Context: an optimization exercise on an open-source flow, tuned for small area. The choices shown serve that exercise and are no tape-out recipe.
The RTL was checked by simulation tests, not by an equivalence proof against the original design.
Power and IR drop assume default switching activity.

## indigo
// core_top
module core_top (
    input  wire        clk,
    input  wire        rst,
    output wire        imem_req_valid,
    input  wire        imem_req_ready,
    output wire [63:0] imem_req_addr,
    input  wire        imem_rsp_valid,
    output wire        imem_rsp_ready,
    input  wire [63:0] imem_rsp_rdata,
    output wire        dmem_req_valid,
    input  wire        dmem_req_ready,
    output wire [63:0] dmem_req_addr,
    output wire        dmem_req_we,
    output wire [63:0] dmem_req_wdata,
    input  wire        dmem_rsp_valid,
    output wire        dmem_rsp_ready,
    input  wire [63:0] dmem_rsp_rdata,
    output wire        retire_valid,
    output wire [63:0] retire_pc,
    output wire [4:0]  retire_rd,
    output wire        retire_rd_we,
    output wire [63:0] retire_rd_data
);
export LEC_CHECK = 0
export CAP_MARGIN = 20
export CORE_MARGIN = 2
export CORE_UTILIZATION = 60
export CTS_CLUSTER_DIAMETER = 120
export CTS_CLUSTER_SIZE = 25
export SETUP_SLACK_MARGIN = 0.1
export SLEW_MARGIN = 20
export SYNTH_HIERARCHICAL = 1
export SYNTH_MINIMUM_KEEP_SIZE = 0
create_clock -name core_clock -period 7.0 [get_ports {clk}]
standard.sh (not shown) runs the stock make flow with config.mk's settings and CLKGATE_MAP_FILE= SYNTH_SCRIPT=/design/flow/synth_recipe.tcl, a recipe that flattens the netlist after the stock synthesis.
==> flow/flow/run.sh <==
#!/bin/bash
# The standard layout (the standard.sh, ORFS from synthesis to the final
# layout) with one change: the buffers that buffer_ports puts on every input
# and output port are sky130_fd_sc_hd__buf_1 instead of the cell it picks by
# default.  The full make output goes to standard.log in this folder; ORFS's
# own per-step logs are under orfs/logs.
set -euo pipefail
bash standard.sh "BUFFER_PORTS_ARGS=-buffer_cell sky130_fd_sc_hd__buf_1" finish > standard.log 2>&1
## Diff of input files: umber against indigo
- swapping 60 for 55 in CORE_UTILIZATION
- swapping 0.1 for 0.2 in SETUP_SLACK_MARGIN
==> flow/run.sh (new file) <==
#!/bin/bash
# synth_recipe.tcl (not shown) runs the flow's synth.tcl, then flattens the netlist and writes it again
# the make line also repeats each setting of config.mk as NAME=value (left out here)
make -C /OpenROAD-flow-scripts/flow DESIGN_CONFIG=/design/flow/config.mk WORK_HOME=/design/flow/orfs CLKGATE_MAP_FILE= SYNTH_SCRIPT=/design/flow/synth_recipe.tcl finish
removed: flow/flow/run.sh
removed: flow/standard.sh
umber: full flow OK, the timing, DRC and antenna checks passed
Die extent in y (umber vs. indigo) increases by a few percent
| worst setup slack | higher: umber |
umber vs. indigo: sequential share of layout area went down by 2.9 points.
Part of the total power dissipated in combinational logic, umber and indigo: lower on indigo
Relative to umber, the following input files were edited for tundra:
==> flow/flow/run.sh (new file) <==
#!/bin/bash
# The standard layout (the standard.sh, ORFS from synthesis to the final
# layout) with two changes: the buffers that buffer_ports puts on every input
# and output port are sky130_fd_sc_hd__buf_1 instead of the cell it picks by
# default, and clock tree synthesis inserts no dummy loads.  The full make
# output goes to standard.log in this folder; ORFS's own per-step logs are
# under orfs/logs.
set -euo pipefail
bash standard.sh \
  "BUFFER_PORTS_ARGS=-buffer_cell sky130_fd_sc_hd__buf_1" \
  "CTS_ARGS=-sink_clustering_enable -repair_clock_nets -sink_clustering_size 25 -sink_clustering_max_diameter 120 -dont_use_dummy_load" \
  finish > standard.log 2>&1
==> flow/standard.sh (new file) <==
#!/bin/bash
# synth_recipe.tcl (not shown) runs the flow's synth.tcl, then flattens the netlist and writes it again
# the make line also repeats each setting of config.mk as NAME=value (left out here)
make -C /OpenROAD-flow-scripts/flow DESIGN_CONFIG=/design/flow/config.mk WORK_HOME=/design/flow/orfs CLKGATE_MAP_FILE= SYNTH_SCRIPT=/design/flow/synth_recipe.tcl "${@:-finish}"
removed: flow/run.sh
==> run summary <==
- tundra closes out successfully: all stages finished, all timing, DRC and antenna checks passed.
- Compared tundra against umber; vertical die dimension within noise.
- [compare] base=umber new=tundra: number of DRC markers after the initial detailed-route iteration down 3.5%; global-route usage dropped 1.8 points; non-clock buffer count has decreased; total power draw fell by about 4%.
- Met2 routing resource usage after global routing: lower on tundra
diff inputs: tundra => yarrow
- SETUP_SLACK_MARGIN: 0.2 -> 0.1
==> flow/flow/run.sh <==
#!/bin/bash
# The standard layout (the standard.sh, ORFS from synthesis to the final
# layout) with one change: the buffers that buffer_ports puts on every input
# and output port are sky130_fd_sc_hd__buf_1 instead of the cell it picks by
# default.  The full make output goes to standard.log in this folder; ORFS's
# own per-step logs are under orfs/logs.
set -euo pipefail
bash standard.sh "BUFFER_PORTS_ARGS=-buffer_cell sky130_fd_sc_hd__buf_1" finish > standard.log 2>&1
As far as sequential cell area share is concerned, tundra and yarrow perform about the same.
Side by side, number of clock buffer instances in the layout turned out higher in yarrow than in tundra.
Async set-reset flop share out of synthesis came out exactly the same in yarrow and tundra.
Diff tundra -> yarrow: met3 track utilization from global routing lost 0.20 points; met3 wirelength from detailed routing picked up an extra 1.6%; total number of nets in the final design neither gained nor lost much; number of buffers created by CTS neither gained nor lost much; finished layout cell area neither gained nor lost much.
Between tundra and yarrow, the number of filler instances in the final layout does not differ in any meaningful way.
> inputs changed (yarrow -> juniper)
- changing SETUP_SLACK_MARGIN from 0.1 to 0.2
==> comparison <==
- In juniper relative to yarrow, upper clock frequency limit had gone up by a few percent.
- juniper | status: complete | timing, DRC, antenna: pass
- Per the comparison of juniper with yarrow, global routing met1 resource utilization decreased 0.15 points, total power essentially unchanged, share of cell area taken by multi-input logic gates essentially unchanged.

==> separate check: timing with driven ports <==
In the flow no input, the clock included, has a driving cell. The finished layouts below were timed again as built, in two steps. Step 1, drivers: a clkbuf_16 drives clk and a buf_2 each remaining input, both assumed. Step 2 moves the port delays by t, midway between the first and last clock arrival at a register: inputs arrive t later, outputs are due t later. That takes back most of the time a late clock gives input paths. Slacks: ideal / step 1 / step 2; pairs: ideal / step 1.
run | shift t [ns] | slack for setup (ns) | clock arrival spread, ns | worst register clock-pin slew, ns
indigo | 0.821 | 0.139 / 0.065 / 0.287 | 0.059 / 0.059 | 0.11 / 0.11
umber | 0.834 | 0.214 / 0.133 / 0.368 | 0.042 / 0.042 | 0.11 / 0.11
tundra | 0.791 | 0.198 / 0.121 / 0.240 | 0.118 / 0.118 | 0.11 / 0.11
yarrow | 0.828 | 0.074 / -0.002 / 0.315 | 0.057 / 0.058 | 0.12 / 0.12
juniper | 0.828 | 0.272 / 0.196 / 0.367 | 0.059 / 0.059 | 0.12 / 0.12
After both steps setup and hold are still met in every run listed.
